What follows belongs to an exercise in optimizing a design on an open flow for a short achievable clock period and few clock cycles per item; a production flow would make more cautious choices. The clock port is modelled as an ideal driver, which makes a skipped or thinned clock tree look cheaper than it is; a real chip needs a root buffer or a tree. Power figures rest on the tool's default switching activity, not on a simulated workload.

==> run a: inputs <==
==> flow/design.v <==
`default_nettype none
package ssmt_pkg;
  localparam int unsigned OP_W           = 2;
  localparam int unsigned VALUE_W        = 16;
  localparam int unsigned COUNT_W        = 7;
  localparam int unsigned DEF_CAPACITY   = 64;
  localparam int unsigned DEF_ELEM_WIDTH = 16;
  typedef enum logic [OP_W-1:0] {
    OP_INSERT = 2'd0,
    OP_DELETE = 2'd1,
    OP_QUERY  = 2'd2,
    OP_CLEAR  = 2'd3
  } ssmt_op_e;
  typedef struct packed {
    logic ins_en;
    logic del_en;
  } ssmt_ctl_t;
endpackage
`default_nettype wire
`default_nettype none
module ssmt_cell #(
  parameter int unsigned ELEM_WIDTH = ssmt_pkg::DEF_ELEM_WIDTH
) (
  input  wire logic                   clk_i,
  input  wire logic                   we_i,
  input  wire logic [ELEM_WIDTH-1:0]  wdata_i,
  input  wire logic [ELEM_WIDTH-1:0]  elem_i,
  output logic                        match_o
);
  logic [ELEM_WIDTH-1:0] entry_q;
  assign match_o = entry_q == elem_i;
  always_ff @(posedge clk_i) begin
    if (we_i) begin
      entry_q <= wdata_i;
    end
  end
endmodule
`default_nettype wire
`default_nettype none
module small_set_membership_table #(
  parameter int unsigned CAPACITY   = ssmt_pkg::DEF_CAPACITY,
  parameter int unsigned ELEM_WIDTH = ssmt_pkg::DEF_ELEM_WIDTH
) (
  input  wire logic                          clk_i,
  input  wire logic                          rst_ni,
  input  wire logic                          start_i,
  output logic                               busy_o,
  input  wire logic [ssmt_pkg::OP_W-1:0]     op_i,
  input  wire logic [ssmt_pkg::VALUE_W-1:0]  value_i,
  output logic                               valid_o,
  output logic                               was_member_o,
  output logic [ssmt_pkg::COUNT_W-1:0]       count_o,
  output logic                               empty_res_o,
  output logic                               full_res_o,
  output logic                               rejected_o
);
  localparam int unsigned CNT_W = $clog2(CAPACITY + 1);
  localparam int unsigned NGRP  = 4;
  localparam int unsigned GRP   = (CAPACITY + 2 + NGRP + 1 + NGRP - 1) / NGRP;
  localparam int unsigned PHYS  = NGRP * GRP;
  assign busy_o = 1'b0;
  logic [ELEM_WIDTH-1:0] elem;
  assign elem = ELEM_WIDTH'(value_i);
  logic [PHYS-1:0]  valid_q, valid_d;
  logic [PHYS-1:0]  pslot_q;          
  logic             pend_q;           
  logic [PHYS-1:0]  fs_q, fs_d;       
  logic [NGRP-1:0]  gsel_q, gsel_d;   
  logic [PHYS-1:0]  live;             
  assign live = valid_q | (pslot_q & {PHYS{pend_q}});
  logic [PHYS-1:0]       match;
  logic                  b_ins;
  logic [ELEM_WIDTH-1:0] b_v_q;
  for (genvar i = 0; i < PHYS; i++) begin : g_cell
    ssmt_cell #(
      .ELEM_WIDTH(ELEM_WIDTH)
    ) u_cell (
      .clk_i  (clk_i),
      .we_i   (b_ins && fs_q[i]),
      .wdata_i(b_v_q),
      .elem_i (elem),
      .match_o(match[i])
    );
  end
  logic                          b_vld_q;
  logic [ssmt_pkg::OP_W-1:0]     b_op_q;
  logic [PHYS-1:0]               b_m_q;     
  logic                          b_eqp_q;   
  logic                          delok_q;   
  logic                          clr_q;     
  always_ff @(posedge clk_i or negedge rst_ni) begin
    if (!rst_ni) begin
      b_vld_q <= 1'b0;
    end else begin
      b_vld_q <= start_i;
    end
  end
  always_ff @(posedge clk_i) begin
    b_op_q  <= op_i;
    b_v_q   <= elem;
    b_m_q   <= match & live;
    b_eqp_q <= elem == b_v_q;
  end
  logic [CNT_W-1:0] count_q, count_d;
  logic             full_q, full_d;
  logic             empty_d;
  logic             member;
  logic             b_del, b_clr;
  logic             ins_ok, del_ok;
  assign b_ins = b_vld_q && b_op_q == ssmt_pkg::OP_INSERT;
  assign b_del = b_vld_q && b_op_q == ssmt_pkg::OP_DELETE;
  assign b_clr = b_vld_q && b_op_q == ssmt_pkg::OP_CLEAR;
  assign member = ((|b_m_q) && !clr_q && !(delok_q && b_eqp_q)) || (pend_q && b_eqp_q);
  assign ins_ok = b_ins && !member && !full_q;
  assign del_ok = b_del && member;
  always_comb begin
    if (b_clr) begin
      valid_d = '0;
    end else begin
      valid_d = live & ~({PHYS{b_del}} & (b_m_q | (pslot_q & {PHYS{pend_q && b_eqp_q}})));
    end
  end
  logic [PHYS-1:0] freev;
  logic [NGRP-1:0] two;
  assign freev = ~(valid_q | pslot_q | fs_q);
  for (genvar g = 0; g < NGRP; g++) begin : g_grp
    logic [GRP-1:0] f;
    logic [GRP:0]   any, more;
    assign f       = freev[g*GRP +: GRP];
    assign any[0]  = 1'b0;
    assign more[0] = 1'b0;
    for (genvar j = 0; j < GRP; j++) begin : g_slot
      assign fs_d[g*GRP+j] = gsel_q[g] && f[j] && !any[j];
      assign any[j+1]      = any[j] || f[j];
      assign more[j+1]     = more[j] || (any[j] && f[j]);
    end
    assign two[g] = more[GRP];
  end
  for (genvar g = 0; g < NGRP; g++) begin : g_gsel
    if (g == 0) begin : g_first
      assign gsel_d[g] = two[g];
    end else begin : g_rest
      assign gsel_d[g] = two[g] && !(|two[g-1:0]);
    end
  end
  logic [CNT_W-1:0] cnt_mem, cnt_non;
  always_comb begin
    if (b_clr) begin
      cnt_mem = '0;
      cnt_non = '0;
    end else begin
      cnt_mem = b_del ? count_q - CNT_W'(1) : count_q;
      cnt_non = (b_ins && !full_q) ? count_q + CNT_W'(1) : count_q;
    end
  end
  assign count_d = member ? cnt_mem : cnt_non;
  assign full_d  = member ? cnt_mem == CNT_W'(CAPACITY) : cnt_non == CNT_W'(CAPACITY);
  assign empty_d = member ? cnt_mem == '0 : cnt_non == '0;
  always_ff @(posedge clk_i or negedge rst_ni) begin
    if (!rst_ni) begin
      valid_q <= '0;
      pslot_q <= '0;
      pend_q  <= 1'b0;
      delok_q <= 1'b0;
      clr_q   <= 1'b0;
      fs_q    <= PHYS'(1);
      gsel_q  <= NGRP'(1);
      count_q <= '0;
      full_q  <= 1'b0;
    end else begin
      valid_q <= valid_d;
      pslot_q <= fs_q;
      pend_q  <= ins_ok;
      delok_q <= del_ok;
      clr_q   <= b_clr;
      fs_q    <= fs_d;
      gsel_q  <= gsel_d;
      count_q <= count_d;
      full_q  <= full_d;
    end
  end
  logic                          valid_q_r;
  logic                          was_q, empty_q, full_r_q, rej_q;
  logic [ssmt_pkg::COUNT_W-1:0]  cnt_res_q;
  always_ff @(posedge clk_i or negedge rst_ni) begin
    if (!rst_ni) begin
      valid_q_r <= 1'b0;
    end else begin
      valid_q_r <= b_vld_q;
    end
  end
  always_ff @(posedge clk_i) begin
    was_q     <= member;
    cnt_res_q <= ssmt_pkg::COUNT_W'(count_d);
    empty_q   <= empty_d;
    full_r_q  <= full_d;
    rej_q     <= b_ins && !member && full_q;
  end
  assign valid_o      = valid_q_r;
  assign was_member_o = was_q;
  assign count_o      = cnt_res_q;
  assign empty_res_o  = empty_q;
  assign full_res_o   = full_r_q;
  assign rejected_o   = rej_q;
endmodule
`default_nettype wire
==> flow/flow/run.sh <==
#!/bin/bash
# The standard layout, with the clock tree built by flow/clock_tree.tcl in
# place of TritonCTS (hooked in through ORFS's PRE_CTS_TCL).
set -euo pipefail
W=$(pwd)
{
  echo "export PRE_CTS_TCL = $W/flow/cts_hook.tcl"
  echo "export BT_CLUSTER = 24"
  echo "export BT_NROOT = 4"
} >> config.mk
bash standard.sh finish > "$W/standard_flow.log" 2>&1
==> flow/flow/clock_tree.tcl <==
# Build a two-level clock tree by hand: the clock port drives NROOT root
# buffers, each drives a group of leaf buffers, each leaf buffer drives a
# cluster of about CLUSTER flip-flop clock pins that lie close together.
proc bt_env {name default} {
  if {[info exists ::env($name)] && $::env($name) ne ""} { return $::env($name) }
  return $default
}

# Split items ({x y payload}) into k groups of near-equal size that are
# compact: sort into s vertical strips by x, then each strip by y into chunks.
proc bt_split {items k} {
  set n [llength $items]
  if {$k <= 1 || $n <= 1} { return [list $items] }
  set s [expr {max(1, int(round(sqrt($k))))}]
  set byx [lsort -real -index 0 $items]
  set groups {}
  set start 0
  set kleft $k
  for {set i 0} {$i < $s} {incr i} {
    # groups in this strip
    set kstrip [expr {int(round(double($kleft) / ($s - $i)))}]
    if {$kstrip < 1} { set kstrip 1 }
    set nstrip [expr {int(round(double($n - $start) * $kstrip / $kleft))}]
    set strip [lrange $byx $start [expr {$start + $nstrip - 1}]]
    set start [expr {$start + $nstrip}]
    set kleft [expr {$kleft - $kstrip}]
    set byy [lsort -real -index 1 $strip]
    set m [llength $byy]
    set b 0
    for {set j 0} {$j < $kstrip} {incr j} {
      set e [expr {int(round(double($m) * ($j + 1) / $kstrip))}]
      set g [lrange $byy $b [expr {$e - 1}]]
      if {[llength $g]} { lappend groups $g }
      set b $e
    }
  }
  return $groups
}

proc bt_centroid {g} {
  set sx 0.0; set sy 0.0
  foreach it $g { set sx [expr {$sx + [lindex $it 0]}]; set sy [expr {$sy + [lindex $it 1]}] }
  return [list [expr {$sx / [llength $g]}] [expr {$sy / [llength $g]}]]
}

proc bt_place {inst x y} {
  set m [$inst getMaster]
  set block [ord::get_db_block]
  set core [$block getCoreArea]
  set w [$m getWidth]; set h [$m getHeight]
  set px [expr {int($x - $w / 2)}]
  set py [expr {int($y - $h / 2)}]
  set px [expr {max([$core xMin], min([$core xMax] - $w, $px))}]
  set py [expr {max([$core yMin], min([$core yMax] - $h, $py))}]
  $inst setLocation $px $py
  $inst setPlacementStatus PLACED
}

proc build_clock_tree {args} {
  set block [ord::get_db_block]
  set db [ord::get_db]
  set cluster [bt_env BT_CLUSTER 32]
  set nroot [bt_env BT_NROOT 4]
  set leafm [$db findMaster [bt_env BT_LEAF sky130_fd_sc_hd__clkbuf_16]]
  set rootm [$db findMaster [bt_env BT_ROOT sky130_fd_sc_hd__clkbuf_16]]
  set clk [$block findNet [bt_env BT_CLK clk_i]]
  set sinks {}
  foreach it [$clk getITerms] {
    set inst [$it getInst]
    set bb [$inst getBBox]
    lappend sinks [list [expr {([$bb xMin] + [$bb xMax]) / 2.0}] [expr {([$bb yMin] + [$bb yMax]) / 2.0}] $it]
  }
  set n [llength $sinks]
  set k [expr {max(1, int(ceil(double($n) / $cluster)))}]
  puts "build_clock_tree: $n sinks, $k leaf buffers, $nroot root buffers"
  set leaves {}
  set i 0
  foreach g [bt_split $sinks $k] {
    set c [bt_centroid $g]
    set inst [odb::dbInst_create $block $leafm "clkbuf_leaf_$i\_clk"]
    set net [odb::dbNet_create $block "clknet_leaf_$i\_clk"]
    $net setSigType CLOCK
    bt_place $inst [lindex $c 0] [lindex $c 1]
    [$inst findITerm X] connect $net
    foreach s $g {
      set it [lindex $s 2]
      $it disconnect
      $it connect $net
    }
    lappend leaves [list [lindex $c 0] [lindex $c 1] $inst]
    incr i
  }
  set j 0
  foreach g [bt_split $leaves $nroot] {
    set c [bt_centroid $g]
    set inst [odb::dbInst_create $block $rootm "clkbuf_root_$j\_clk"]
    set net [odb::dbNet_create $block "clknet_root_$j\_clk"]
    $net setSigType CLOCK
    bt_place $inst [lindex $c 0] [lindex $c 1]
    [$inst findITerm X] connect $net
    [$inst findITerm A] connect $clk
    foreach l $g { [[lindex $l 2] findITerm A] connect $net }
    incr j
  }
}
==> flow/flow/cts_hook.tcl <==
# PRE_CTS hook: replace TritonCTS with the two-level tree of clock_tree.tcl.
# The rest of the CTS step (legalisation, timing repair) runs as usual.
source [file join [file dirname [info script]] clock_tree.tcl]
rename clock_tree_synthesis tritoncts_clock_tree_synthesis
proc clock_tree_synthesis {args} {
  build_clock_tree
}
==> flow/standard.sh <==
#!/bin/bash
# synth_recipe.tcl (not shown) runs the flow's synth.tcl, then flattens the netlist and writes it again
# the make line also repeats each setting of config.mk as NAME=value (left out here)
make -C /OpenROAD-flow-scripts/flow DESIGN_CONFIG=/design/flow/config.mk WORK_HOME=/design/flow/orfs CLKGATE_MAP_FILE= SYNTH_SCRIPT=/design/flow/synth_recipe.tcl "${@:-finish}"
==> flow/config.mk <==
export PLATFORM = sky130hd
export DESIGN_NAME = small_set_membership_table
export DESIGN_NICKNAME = small_set_membership_table
export VERILOG_FILES = /design/flow/design.v
export SDC_FILE = /design/flow/constraint.sdc
export NUM_CORES = 4
export LEC_CHECK = 0
export ABC_CLOCK_PERIOD_IN_PS = 1500
export CAP_MARGIN = 20
export CORE_MARGIN = 2
export CORE_UTILIZATION = 50
export SETUP_SLACK_MARGIN = 3.8
export SLEW_MARGIN = 20
export PRE_CTS_TCL = /design/flow/flow/cts_hook.tcl
export BT_CLUSTER = 24
export BT_NROOT = 4
==> flow/constraint.sdc <==
create_clock -name core_clock -period 6.0 [get_ports {clk_i}]
set_input_delay 1.2000 -clock core_clock [delete_from_list [all_inputs] [get_ports {clk_i}]]
set_output_delay 1.2000 -clock core_clock [all_outputs]
set_load 0.01 [all_outputs]
==> inputs of run b, as changes to run a <==
==> flow/design.v, changed modules only <==
module ssmt_cell #(
  parameter int unsigned ELEM_WIDTH = ssmt_pkg::DEF_ELEM_WIDTH,
  parameter bit          INV        = 1'b0
) (
  input  wire logic                   clk_i,
  input  wire logic                   we_i,
  input  wire logic [ELEM_WIDTH-1:0]  wdata_i,
  input  wire logic [ELEM_WIDTH-1:0]  elem_i,
  output logic                        match_o
);
  logic [ELEM_WIDTH-1:0] entry_q;
  if (INV) begin : g_inv
    assign match_o = entry_q == ~elem_i;
  end else begin : g_true
    assign match_o = entry_q == elem_i;
  end
  always_ff @(posedge clk_i) begin
    if (we_i) begin
      entry_q <= wdata_i;
    end
  end
endmodule
module small_set_membership_table #(
  parameter int unsigned CAPACITY   = ssmt_pkg::DEF_CAPACITY,
  parameter int unsigned ELEM_WIDTH = ssmt_pkg::DEF_ELEM_WIDTH
) (
  input  wire logic                          clk_i,
  input  wire logic                          rst_ni,
  input  wire logic                          start_i,
  output logic                               busy_o,
  input  wire logic [ssmt_pkg::OP_W-1:0]     op_i,
  input  wire logic [ssmt_pkg::VALUE_W-1:0]  value_i,
  output logic                               valid_o,
  output logic                               was_member_o,
  output logic [ssmt_pkg::COUNT_W-1:0]       count_o,
  output logic                               empty_res_o,
  output logic                               full_res_o,
  output logic                               rejected_o
);
  localparam int unsigned CNT_W = $clog2(CAPACITY + 1);
  localparam int unsigned NGRP  = 4;
  localparam int unsigned GRP   = (CAPACITY + 2 + 2 * NGRP + 1 + NGRP - 1) / NGRP;
  localparam int unsigned PHYS  = NGRP * GRP;
  localparam int unsigned OR_W  = 4;                       
  localparam int unsigned NOR   = (PHYS + OR_W - 1) / OR_W;
  localparam int unsigned NCOPY = 4;                       
  assign busy_o = 1'b0;
  logic                          a_vld_q;
  logic [ssmt_pkg::OP_W-1:0]     a_op_q;
  logic [ELEM_WIDTH-1:0]         a_v_q;        
  logic [NCOPY-1:0][ELEM_WIDTH-1:0] a_vc_q;
  always_ff @(posedge clk_i or negedge rst_ni) begin
    if (!rst_ni) begin
      a_vld_q <= 1'b0;
    end else begin
      a_vld_q <= start_i;
    end
  end
  always_ff @(posedge clk_i) begin
    a_op_q    <= op_i;
    a_v_q     <= ELEM_WIDTH'(value_i);
    a_vc_q[0] <= ELEM_WIDTH'(value_i);
    a_vc_q[1] <= ~(ELEM_WIDTH'(value_i));
    if (start_i) begin
      a_vc_q[2] <= ELEM_WIDTH'(value_i);
      a_vc_q[3] <= ~(ELEM_WIDTH'(value_i));
    end
  end
  logic a_ins, a_del, a_clr;
  assign a_ins = a_vld_q && a_op_q == ssmt_pkg::OP_INSERT;
  assign a_del = a_vld_q && a_op_q == ssmt_pkg::OP_DELETE;
  assign a_clr = a_vld_q && a_op_q == ssmt_pkg::OP_CLEAR;
  logic [PHYS-1:0]  valid_q, valid_d;
  logic [PHYS-1:0]  pslot_q;          
  logic             pend_q;           
  logic [PHYS-1:0]  fs_q, fs_d;       
  logic [PHYS-1:0]  we_q;             
  logic [PHYS-1:0]  live;             
  assign live = valid_q | (pslot_q & {PHYS{pend_q}});
  logic [PHYS-1:0]       match;
  logic [ELEM_WIDTH-1:0] b_v_q;
  for (genvar i = 0; i < PHYS; i++) begin : g_cell
    localparam int unsigned C = i * NCOPY / PHYS;
    ssmt_cell #(
      .ELEM_WIDTH(ELEM_WIDTH),
      .INV       (C % 2 == 1)
    ) u_cell (
      .clk_i  (clk_i),
      .we_i   (we_q[i]),
      .wdata_i(b_v_q),
      .elem_i (a_vc_q[C]),
      .match_o(match[i])
    );
  end
  logic                          b_vld_q;
  logic                          b_ins, b_del, b_clr;
  logic [PHYS-1:0]               b_m_q;     
  logic [NOR-1:0]                b_g_q;     
  logic                          b_eqp_q;   
  logic                          delok_q;   
  logic                          clr_q;     
  logic [PHYS-1:0]               hit;
  assign hit = match & live;
  always_ff @(posedge clk_i or negedge rst_ni) begin
    if (!rst_ni) begin
      b_vld_q <= 1'b0;
      b_ins   <= 1'b0;
      b_del   <= 1'b0;
      b_clr   <= 1'b0;
    end else begin
      b_vld_q <= a_vld_q;
      b_ins   <= a_ins;
      b_del   <= a_del;
      b_clr   <= a_clr;
    end
  end
  always_ff @(posedge clk_i) begin
    b_v_q   <= a_v_q;
    b_m_q   <= hit;
    b_eqp_q <= a_v_q == b_v_q;
  end
  for (genvar j = 0; j < NOR; j++) begin : g_or
    localparam int unsigned LO = j * OR_W;
    localparam int unsigned HI = (LO + OR_W < PHYS) ? LO + OR_W : PHYS;
    always_ff @(posedge clk_i) begin
      b_g_q[j] <= |hit[HI-1:LO];
    end
  end
  logic [CNT_W-1:0] count_q, count_d;
  logic             full_q, full_d;
  logic             empty_d;
  logic             member;
  logic             ins_ok, del_ok;
  assign member = ((|b_g_q) && !clr_q && !(delok_q && b_eqp_q)) || (pend_q && b_eqp_q);
  assign ins_ok = b_ins && !member && !full_q;
  assign del_ok = b_del && member;
  always_comb begin
    if (b_clr) begin
      valid_d = '0;
    end else begin
      valid_d = live & ~({PHYS{b_del}} & (b_m_q | (pslot_q & {PHYS{pend_q && b_eqp_q}})));
    end
  end
  logic [PHYS-1:0] freev;
  logic [NGRP-1:0] short_q, short_d;
  logic [NGRP-1:0] gsel_q, gsel_d;
  assign freev = ~(valid_q | pslot_q | fs_q);
  for (genvar g = 0; g < NGRP; g++) begin : g_grp
    logic [GRP-1:0] f;
    logic [GRP:0]   one, two, three;
    assign f        = freev[g*GRP +: GRP];
    assign one[0]   = 1'b0;
    assign two[0]   = 1'b0;
    assign three[0] = 1'b0;
    for (genvar j = 0; j < GRP; j++) begin : g_slot
      assign fs_d[g*GRP+j] = gsel_q[g] && f[j] && !one[j];
      assign one[j+1]      = one[j] || f[j];
      assign two[j+1]      = two[j] || (one[j] && f[j]);
      assign three[j+1]    = three[j] || (two[j] && f[j]);
    end
    assign short_d[g] = !three[GRP];
    if (g == 0) begin : g_first
      assign gsel_d[g] = !short_q[g];
    end else begin : g_rest
      assign gsel_d[g] = !short_q[g] && (&short_q[g-1:0]);
    end
  end
  logic [CNT_W-1:0] cnt_mem, cnt_non;
  logic             at_one, at_top;    
  logic             at_zero;           
  assign at_one  = count_q == CNT_W'(1);
  assign at_top  = count_q == CNT_W'(CAPACITY - 1);
  assign at_zero = count_q == '0;
  always_comb begin
    if (b_clr) begin
      cnt_mem = '0;
      cnt_non = '0;
    end else begin
      cnt_mem = b_del ? count_q - CNT_W'(1) : count_q;
      cnt_non = (b_ins && !full_q) ? count_q + CNT_W'(1) : count_q;
    end
  end
  assign count_d = member ? cnt_mem : cnt_non;
  assign full_d  = !b_clr && (member ? (!b_del && full_q) : (full_q || (b_ins && at_top)));
  assign empty_d = b_clr || (member ? (b_del && at_one) : (at_zero && !b_ins));
  always_ff @(posedge clk_i or negedge rst_ni) begin
    if (!rst_ni) begin
      valid_q <= '0;
      pslot_q <= '0;
      pend_q  <= 1'b0;
      delok_q <= 1'b0;
      clr_q   <= 1'b0;
      fs_q    <= '0;
      short_q <= '0;
      gsel_q  <= NGRP'(1);
      count_q <= '0;
      full_q  <= 1'b0;
    end else begin
      valid_q <= valid_d;
      pslot_q <= fs_q;
      pend_q  <= ins_ok;
      delok_q <= del_ok;
      clr_q   <= b_clr;
      fs_q    <= fs_d;
      short_q <= short_d;
      gsel_q  <= gsel_d;
      count_q <= count_d;
      full_q  <= full_d;
    end
  end
  always_ff @(posedge clk_i) begin
    we_q <= fs_d & {PHYS{a_ins}};
  end
  logic                          valid_q_r;
  logic                          was_q, empty_q, full_r_q, rej_q;
  logic [ssmt_pkg::COUNT_W-1:0]  cnt_res_q;
  always_ff @(posedge clk_i or negedge rst_ni) begin
    if (!rst_ni) begin
      valid_q_r <= 1'b0;
    end else begin
      valid_q_r <= b_vld_q;
    end
  end
  always_ff @(posedge clk_i) begin
    was_q     <= member;
    cnt_res_q <= ssmt_pkg::COUNT_W'(count_d);
    empty_q   <= empty_d;
    full_r_q  <= full_d;
    rej_q     <= b_ins && !member && full_q;
  end
  assign valid_o      = valid_q_r;
  assign was_member_o = was_q;
  assign count_o      = cnt_res_q;
  assign empty_res_o  = empty_q;
  assign full_res_o   = full_r_q;
  assign rejected_o   = rej_q;
endmodule
--- a/flow/config.mk
+++ b/flow/config.mk
@@ -10,4 +10,5 @@
 export CORE_MARGIN = 2
-export CORE_UTILIZATION = 50
-export SETUP_SLACK_MARGIN = 3.8
+export CORE_UTILIZATION = 75
+export PLACE_DENSITY = 0.85
+export SETUP_SLACK_MARGIN = 4.0
 export SLEW_MARGIN = 20
==> inputs of run c, as changes to run a <==
--- a/flow/design.v
+++ b/flow/design.v
@@ -61,4 +61,16 @@
   assign busy_o = 1'b0;
-  logic [ELEM_WIDTH-1:0] elem;
-  assign elem = ELEM_WIDTH'(value_i);
+  logic                          a_vld_q;
+  logic [ssmt_pkg::OP_W-1:0]     a_op_q;
+  logic [ELEM_WIDTH-1:0]         a_v_q;
+  always_ff @(posedge clk_i or negedge rst_ni) begin
+    if (!rst_ni) begin
+      a_vld_q <= 1'b0;
+    end else begin
+      a_vld_q <= start_i;
+    end
+  end
+  always_ff @(posedge clk_i) begin
+    a_op_q <= op_i;
+    a_v_q   <= ELEM_WIDTH'(value_i);
+  end
   logic [PHYS-1:0]  valid_q, valid_d;
@@ -80,3 +92,3 @@
       .wdata_i(b_v_q),
-      .elem_i (elem),
+      .elem_i (a_v_q),
       .match_o(match[i])
@@ -94,10 +106,10 @@
     end else begin
-      b_vld_q <= start_i;
-    end
-  end
-  always_ff @(posedge clk_i) begin
-    b_op_q  <= op_i;
-    b_v_q   <= elem;
+      b_vld_q <= a_vld_q;
+    end
+  end
+  always_ff @(posedge clk_i) begin
+    b_op_q  <= a_op_q;
+    b_v_q   <= a_v_q;
     b_m_q   <= match & live;
-    b_eqp_q <= elem == b_v_q;
+    b_eqp_q <= a_v_q == b_v_q;
   end
@@ -146,2 +158,7 @@
   logic [CNT_W-1:0] cnt_mem, cnt_non;
+  logic             at_one, at_top;    
+  logic             empty_q_s;         
+  assign at_one    = count_q == CNT_W'(1);
+  assign at_top    = count_q == CNT_W'(CAPACITY - 1);
+  assign empty_q_s = count_q == '0;
   always_comb begin
@@ -156,4 +173,4 @@
   assign count_d = member ? cnt_mem : cnt_non;
-  assign full_d  = member ? cnt_mem == CNT_W'(CAPACITY) : cnt_non == CNT_W'(CAPACITY);
-  assign empty_d = member ? cnt_mem == '0 : cnt_non == '0;
+  assign full_d  = !b_clr && (member ? (!b_del && full_q) : (full_q || (b_ins && at_top)));
+  assign empty_d = b_clr || (member ? (b_del && at_one) : (empty_q_s && !b_ins));
   always_ff @(posedge clk_i or negedge rst_ni) begin
--- a/flow/config.mk
+++ b/flow/config.mk
@@ -10,3 +10,4 @@
 export CORE_MARGIN = 2
-export CORE_UTILIZATION = 50
+export CORE_UTILIZATION = 65
+export PLACE_DENSITY = 0.75
 export SETUP_SLACK_MARGIN = 3.8
==> notes.md <==
- The highest routed wire length belongs to run a, the lowest to run c.
- Run b passed the timing, design-rule and antenna checks. Run c finished clean. Run a completed without violations.
- Against run b, the die area of run a is higher by 32%.
- Design area, lowest first: run c, run a, run b.
- In run b the global-route usage is higher than in run c, by 4.3 points.
- The highest via count belongs to run b, the lowest to run c.
- Register-to-register slack: run a < run c < run b.
- In critical path depth, run a and run b do not differ.
- The highest synthesized cell count belongs to run b, the lowest to run c.
- Between run a and run c, the lower worst hold slack is in run c (gap 0.061 ns).
- Power, lowest first: run c, run a, run b.
==> figures <==
Leakage component of the power: run a 0.0257 uW; run c 0.0238 uW; run b 0.0263 uW
Area of the multi-input gates: run a 18400 um^2; run c 17600 um^2; run b 20700 um^2
Vias per cell: run a 6.21; run c 6.58; run b 7.06
Core Footprint: run a 120000 um^2; run c 92900 um^2; run b 90300 um^2
Worst reg-to-reg setup slack: run a 3.23 ns; run c 3.44 ns; run b 3.60 ns
Net Switching: run a 4260 uW; run c 4000 uW; run b 4810 uW
CTS-repair resized insts: run a 506; run c 151; run b 252
Multi-input gate share of total cell area: run a 0.260; run c 0.267; run b 0.272
Combinational power: run a 1770 uW; run c 1270 uW; run b 1930 uW
Number of fill cells in the layout: run a 9107; run c 5924; run b 4067
Post-layout minimum cycle time: run a 2.77 ns; run c 2.56 ns; run b 2.40 ns
Result of the run: run a complete, no violations; run c complete, no violations; run b complete, no violations
Final worst clock skew: run a 0.0324 ns; run c 0.0346 ns; run b 0.0285 ns
Sequential cell count: run a 1487; run c 1506; run b 1734
Share of the synthesized netlist area taken by xor and xnor gates: run a 0.171; run c 0.169; run b 0.158
Simple-gate portion of the synthesized area: run a 0.0803; run c 0.0801; run b 0.0801
Number of synthesis warnings: run a 2; run c 2; run b 3
Floorplan die area: run a 123000 um^2; run c 95700 um^2; run b 93800 um^2
Clk. pwr: run a 4990 uW; run c 4950 uW; run b 5640 uW
Post-DP HPWL: run a 84200 um; run c 76600 um; run b 94700 um
Syn avg cell area: run a 15.1 um^2; run c 15.2 um^2; run b 15.0 um^2
Sw frac: run a 0.236; run c 0.226; run b 0.232
No run of this note included a check of the RTL's function; only the layout flow was run. No run of this note takes its clock network from TritonCTS; it comes from the design's own scripts or RTL.

## static timing again, ports no longer ideal
The flow's constraints put no driver on any port. The routed layouts listed below were extracted and timed again, unchanged, in two steps. Step 1 sets driving cells, clkbuf_16 on the clock port and buf_2 on the other inputs (assumed; they add their load-dependent delay and slew). Step 2 adds t to the input delays and takes it off the output delays; t is the mean of the earliest and latest rising clock arrival at the registers after step 1. Input paths then give back, and output paths get back, about the clock's delay inside the block. a / b / c = no drivers / after step 1 / after step 2; a / b = the first two.
run | shift t [ns] | setup WS [ns] | latest minus earliest clock arrival (ns) | worst data-port slew with drivers (ns)
run a | 0.679 | 3.225 / 3.225 / 3.049 | 0.033 / 0.032 | 0.46
run b | 0.690 | 3.604 / 3.492 / 3.604 | 0.032 / 0.031 | 0.08
run c | 0.655 | 3.436 / 3.436 / 3.436 | 0.036 / 0.036 | 0.07
After both steps every run listed still meets setup and hold. For run a, which loses most, drivers alone change the setup slack by 0.000 ns; drivers and shift together by -0.176 ns.
